Background: an optimization exercise with open tools, aiming at a short achievable clock period and few clock cycles per item. Do not read the settings as production practice. Where RTL was checked, it was by simulation tests only, not by an equivalence proof against the original. The clock port is modelled as an ideal driver; clocking choices that lean on that would not hold on a real chip. Power and IR drop assume default switching activity.

Design scatter_top, start of the top module:
module scatter_top (
  input  logic                                             ap_clk,
  input  logic                                             ap_rst_n,
  input  logic [scatter_cfg_pkg::APB_ADDR_W-1:0]           paddr,
  input  logic                                             psel,
  input  logic                                             penable,
  input  logic                                             pwrite,
  input  logic [scatter_cfg_pkg::APB_DATA_W-1:0]           pwdata,
  output logic [scatter_cfg_pkg::APB_DATA_W-1:0]           prdata,
  output logic                                             tx_meta_valid,
  input  logic                                             tx_meta_ready,
  output logic [scatter_stream_pkg::META_W-1:0] tx_meta_data,
  output logic                                             tx_data_valid,
  input  logic                                             tx_data_ready,
  output logic [scatter_stream_pkg::DATA_W-1:0]            tx_data_data,
  output logic [scatter_stream_pkg::KEEP_W-1:0]            tx_data_keep,
  output logic                                             tx_data_last
);
Size: roughly 880 flip-flops.
Settings: LEC_CHECK=0, ABC_CLOCK_PERIOD_IN_PS=2500, CAP_MARGIN=20, CORE_MARGIN=2, CORE_UTILIZATION=40, CTS_CLUSTER_DIAMETER=60, CTS_CLUSTER_SIZE=16, SETUP_SLACK_MARGIN=5, SLEW_MARGIN=20; clock period 8.0 ns.
standard.sh (not shown) runs the stock make flow with config.mk's settings and CLKGATE_MAP_FILE= SYNTH_SCRIPT=/design/flow/synth_recipe.tcl, a recipe that flattens the netlist after the stock synthesis.
==> flow/flow/run.sh <==
#!/bin/bash
set -euo pipefail
M=SETUP_SLACK_MARGIN=6
bash standard.sh $M cts > standard_cts.log 2>&1
R=$(ls -d orfs/results/*/scatter_top/base)
RESULTS_DIR=$R openroad -no_init -exit flow/clk_root.tcl > clk_root.log 2>&1
bash standard.sh $M finish > standard_finish.log 2>&1
==> flow/flow/clk_root.tcl <==
set results $::env(RESULTS_DIR)
read_db $results/4_cts.odb
set block [ord::get_db_block]
set clk_net [$block findNet ap_clk]
set roots {}
foreach it [$clk_net getITerms] {
  if {[$it isInputSignal]} { lappend roots [$it getInst] }
}
puts "clock port loads: [llength $roots]"
if {[llength $roots] != 1} {
  puts "clock port does not feed a single root buffer; layout left as it is"
  exit 0
}
set root [lindex $roots 0]
set master [[$root getMaster] getName]
puts "root [$root getName] ($master)"
if {![string match "sky130_fd_sc_hd__clkbuf_*" $master]} {
  puts "root is not a clock buffer; layout left as it is"
  exit 0
}
set out_net ""
foreach it [$root getITerms] {
  if {[$it isOutputSignal]} { set out_net [$it getNet] }
}
set loads {}
foreach it [$out_net getITerms] {
  if {[$it isInputSignal]} { lappend loads $it }
}
puts "root buffer loads: [llength $loads]"
if {[llength $loads] > 4 || [llength [$out_net getBTerms]] > 0} {
  puts "root buffer feeds more than four pins; layout left as it is"
  exit 0
}
foreach it $loads {
  puts "  [[$it getInst] getName]/[[$it getMTerm] getName]"
  $it disconnect
  $it connect $clk_net
}
odb::dbInst_destroy $root
odb::dbNet_destroy $out_net
write_db $results/4_cts.odb
puts "root buffer removed"
The starting point produced a clean layout.
Testbench counts at the start, summed over its fixed seeds: cycles 114,480, words 113,382.
Then changed:
Settings changed: CTS_CLUSTER_DIAMETER 60 to 100, CTS_CLUSTER_SIZE 16 to 30.
After rerunning: Maximum frequency rose by 5.9%. Utilization fell by 1.8 points. Clock power fell by about 40%. Wire length fell by 0.42%. Cell count fell by 1.7%. Power fell by 18%.
Then changed:
--- a/flow/flow/run.sh
+++ b/flow/flow/run.sh
@@ -3 +3 @@
-M=SETUP_SLACK_MARGIN=6
+M=SETUP_SLACK_MARGIN=5.6
Settings changed: CTS_CLUSTER_DIAMETER 100 to 80, CTS_CLUSTER_SIZE 30 to 20.
Effect: Utilization is lower by 3.6 points; power grows by 6.0%; setup slack improves by 0.048 ns; die area does not change; sequential share of layout area goes up by 3.1 points; synthesized area does not change; cell area is lower by 6.9%; clock power goes up by 19%.

* * *

job 2777:
scatter_top, a different RTL version from the one above (not shown whole).
Size: roughly 3,500 cells after synthesis, roughly 770 flip-flops, roughly 190 I/O pins.
## scatter_top
module scatter_top (
  input  logic                                             ap_clk,
  input  logic                                             ap_rst_n,
  input  logic [scatter_cfg_pkg::APB_ADDR_W-1:0]           paddr,
  input  logic                                             psel,
  input  logic                                             penable,
  input  logic                                             pwrite,
  input  logic [scatter_cfg_pkg::APB_DATA_W-1:0]           pwdata,
  output logic [scatter_cfg_pkg::APB_DATA_W-1:0]           prdata,
  output logic                                             tx_meta_valid,
  input  logic                                             tx_meta_ready,
  output logic [scatter_stream_pkg::META_W-1:0] tx_meta_data,
  output logic                                             tx_data_valid,
  input  logic                                             tx_data_ready,
  output logic [scatter_stream_pkg::DATA_W-1:0]            tx_data_data,
  output logic [scatter_stream_pkg::KEEP_W-1:0]            tx_data_keep,
  output logic                                             tx_data_last
);
clock: 8.0 ns
lec_check: 0
abc_clock_period_in_ps: 1000
cap_margin: 20
core_margin: 2
core_utilization: 50
cts_cluster_diameter: 80
cts_cluster_size: 24
setup_slack_margin: 5
slew_margin: 20
==> flow/flow/run.sh <==
#!/bin/bash
set -euo pipefail
bash standard.sh SETUP_SLACK_MARGIN=6 finish > standard.log 2>&1
Testbench counts of job 2777, summed over its fixed seeds: cycles 114,480, words 113,382.
### job 2777 -> job 8972
Settings: CORE_UTILIZATION: 50 -> 40; CTS_CLUSTER_SIZE: 24 -> 30; CTS_CLUSTER_DIAMETER: 80 -> 100.
Notes after the runs:
In job 8972 the number of clock buffers in the layout turned out 11 lower than in job 2777. The delay of the slowest cell on the worst path reported for job 8972 is greater than that of job 2777 by 0.32 ns. In the flow results for job 8972 and job 2777, the first-pass GRT wire length is smaller on job 8972. When the final numbers for job 8972 and job 2777 were put side by side, the total global routing track utilization turned out to be greater in job 2777. Cmp job 8972 and job 2777 / sequential share of layout area / lower: job 2777. Final setup slack of the worst path ends up lower on job 2777. Compared to job 2777, job 8972 has initial core utilization 10 points lower. Per the comparison of job 8972 with job 2777, transition time at the pin with the least slew margin now smaller, first-iteration DRC count now larger.
## Diff of input files: job 2398 against job 8972
Settings: ABC_CLOCK_PERIOD_IN_PS: 1000 -> 2500.
==> run notes <==
Total number of cells along the worst setup path: job 2398 vs job 8972 identical
Diff job 8972..job 2398 | utilization | negligible
Number of non-filler instances in the completed layout: job 8972 vs job 2398 identical
From job 2398 to job 8972, number of buffers inserted to repair setup after CTS did not move at all.
Job 2398: full flow OK, the timing, DRC and antenna checks passed

* * *

## JK
Another version of the RTL of scatter_top (not shown whole).
Size in the first run: about 3300 cells after synthesis.
// scatter_top
module scatter_top (
  input  logic                                             ap_clk,
  input  logic                                             ap_rst_n,
  input  logic [scatter_cfg_pkg::APB_ADDR_W-1:0]           paddr,
  input  logic                                             psel,
  input  logic                                             penable,
  input  logic                                             pwrite,
  input  logic [scatter_cfg_pkg::APB_DATA_W-1:0]           pwdata,
  output logic [scatter_cfg_pkg::APB_DATA_W-1:0]           prdata,
  output logic                                             tx_meta_valid,
  input  logic                                             tx_meta_ready,
  output logic [scatter_stream_pkg::META_W-1:0] tx_meta_data,
  output logic                                             tx_data_valid,
  input  logic                                             tx_data_ready,
  output logic [scatter_stream_pkg::DATA_W-1:0]            tx_data_data,
  output logic [scatter_stream_pkg::KEEP_W-1:0]            tx_data_keep,
  output logic                                             tx_data_last
);
Settings: LEC_CHECK=0, ABC_CLOCK_PERIOD_IN_PS=2500, CAP_MARGIN=20, CORE_MARGIN=2, CORE_UTILIZATION=40, CTS_CLUSTER_DIAMETER=100, CTS_CLUSTER_SIZE=30, SETUP_SLACK_MARGIN=5, SLEW_MARGIN=20; clock period 8.0 ns.
Scripts as last shown in full above: flow/flow/run.sh
JK finished end to end and its layout was clean on timing, DRC and antenna.
### JK -> MS
- CTS_CLUSTER_SIZE removed (was 30)
- CTS_CLUSTER_DIAMETER removed (was 100)
Utilization JK -> MS: up
Diff JK and MS: proportion of final cell area spent on non-clock buffers higher in JK
Going from JK to MS, clock tree buffer count of the final layout now sits higher; switching component of the power now sits higher; total power now sits higher.
Looking at growth of design area from synthesis to finish across JK and MS, the one that comes out lower is JK.
Taking JK as the reference, in MS final wirelength increased about 1.3%, global-route usage picked up an extra 0.59 points, cell depth of the worst setup path level, register-to-register slack decreased 30 ps.
Function was not checked in any run of this note: the RTL went through the layout flow alone.

==> afterwards: timing with drivers on the ports <==
In the flow no input, the clock included, has a driving cell. The finished layouts below were timed again as built, in two steps.
Step 1 sets driving cells, clkbuf_16 on the clock port and buf_2 on the other inputs (assumed; they add their load-dependent delay and slew).
Step 2 adds t to the input delays and takes it off the output delays; t is the mean of the earliest and latest rising clock arrival at the registers after step 1. Input paths then give back, and output paths get back, about the clock's delay inside the block.
Slacks: ideal ports / drivers / drivers and shift; pairs: ideal ports / drivers.
run	t (ns)	slack for setup (ns)	worst setup path at the end	worst register clock-pin slew, ns	worst data-port slew with drivers (ns)
the first run of note 1	0.702	5.235 / 5.169 / 4.900	input to register	0.08 / 0.08	0.27
the second run of note 1	0.550	5.389 / 5.314 / 4.895	input to register	0.12 / 0.12	0.33
the third run of note 1	0.562	5.437 / 5.323 / 4.929	input to register	0.09 / 0.09	0.13
job 2777	0.678	5.232 / 5.211 / 4.532	input to register	0.11 / 0.11	0.13
job 8972	0.659	5.265 / 5.214 / 4.636	input to register	0.12 / 0.12	0.08
job 2398	0.659	5.265 / 5.214 / 4.636	input to register	0.12 / 0.12	0.08
JK	0.670	5.192 / 5.119 / 4.893	input to register	0.12 / 0.12	0.13
MS	0.700	5.176 / 5.113 / 4.889	input to register	0.07 / 0.07	0.13
After both steps setup and hold are still met in every run listed. The setup slack of job 2777, which loses most, moves by -0.021 ns with the drivers and by -0.700 ns with both steps.
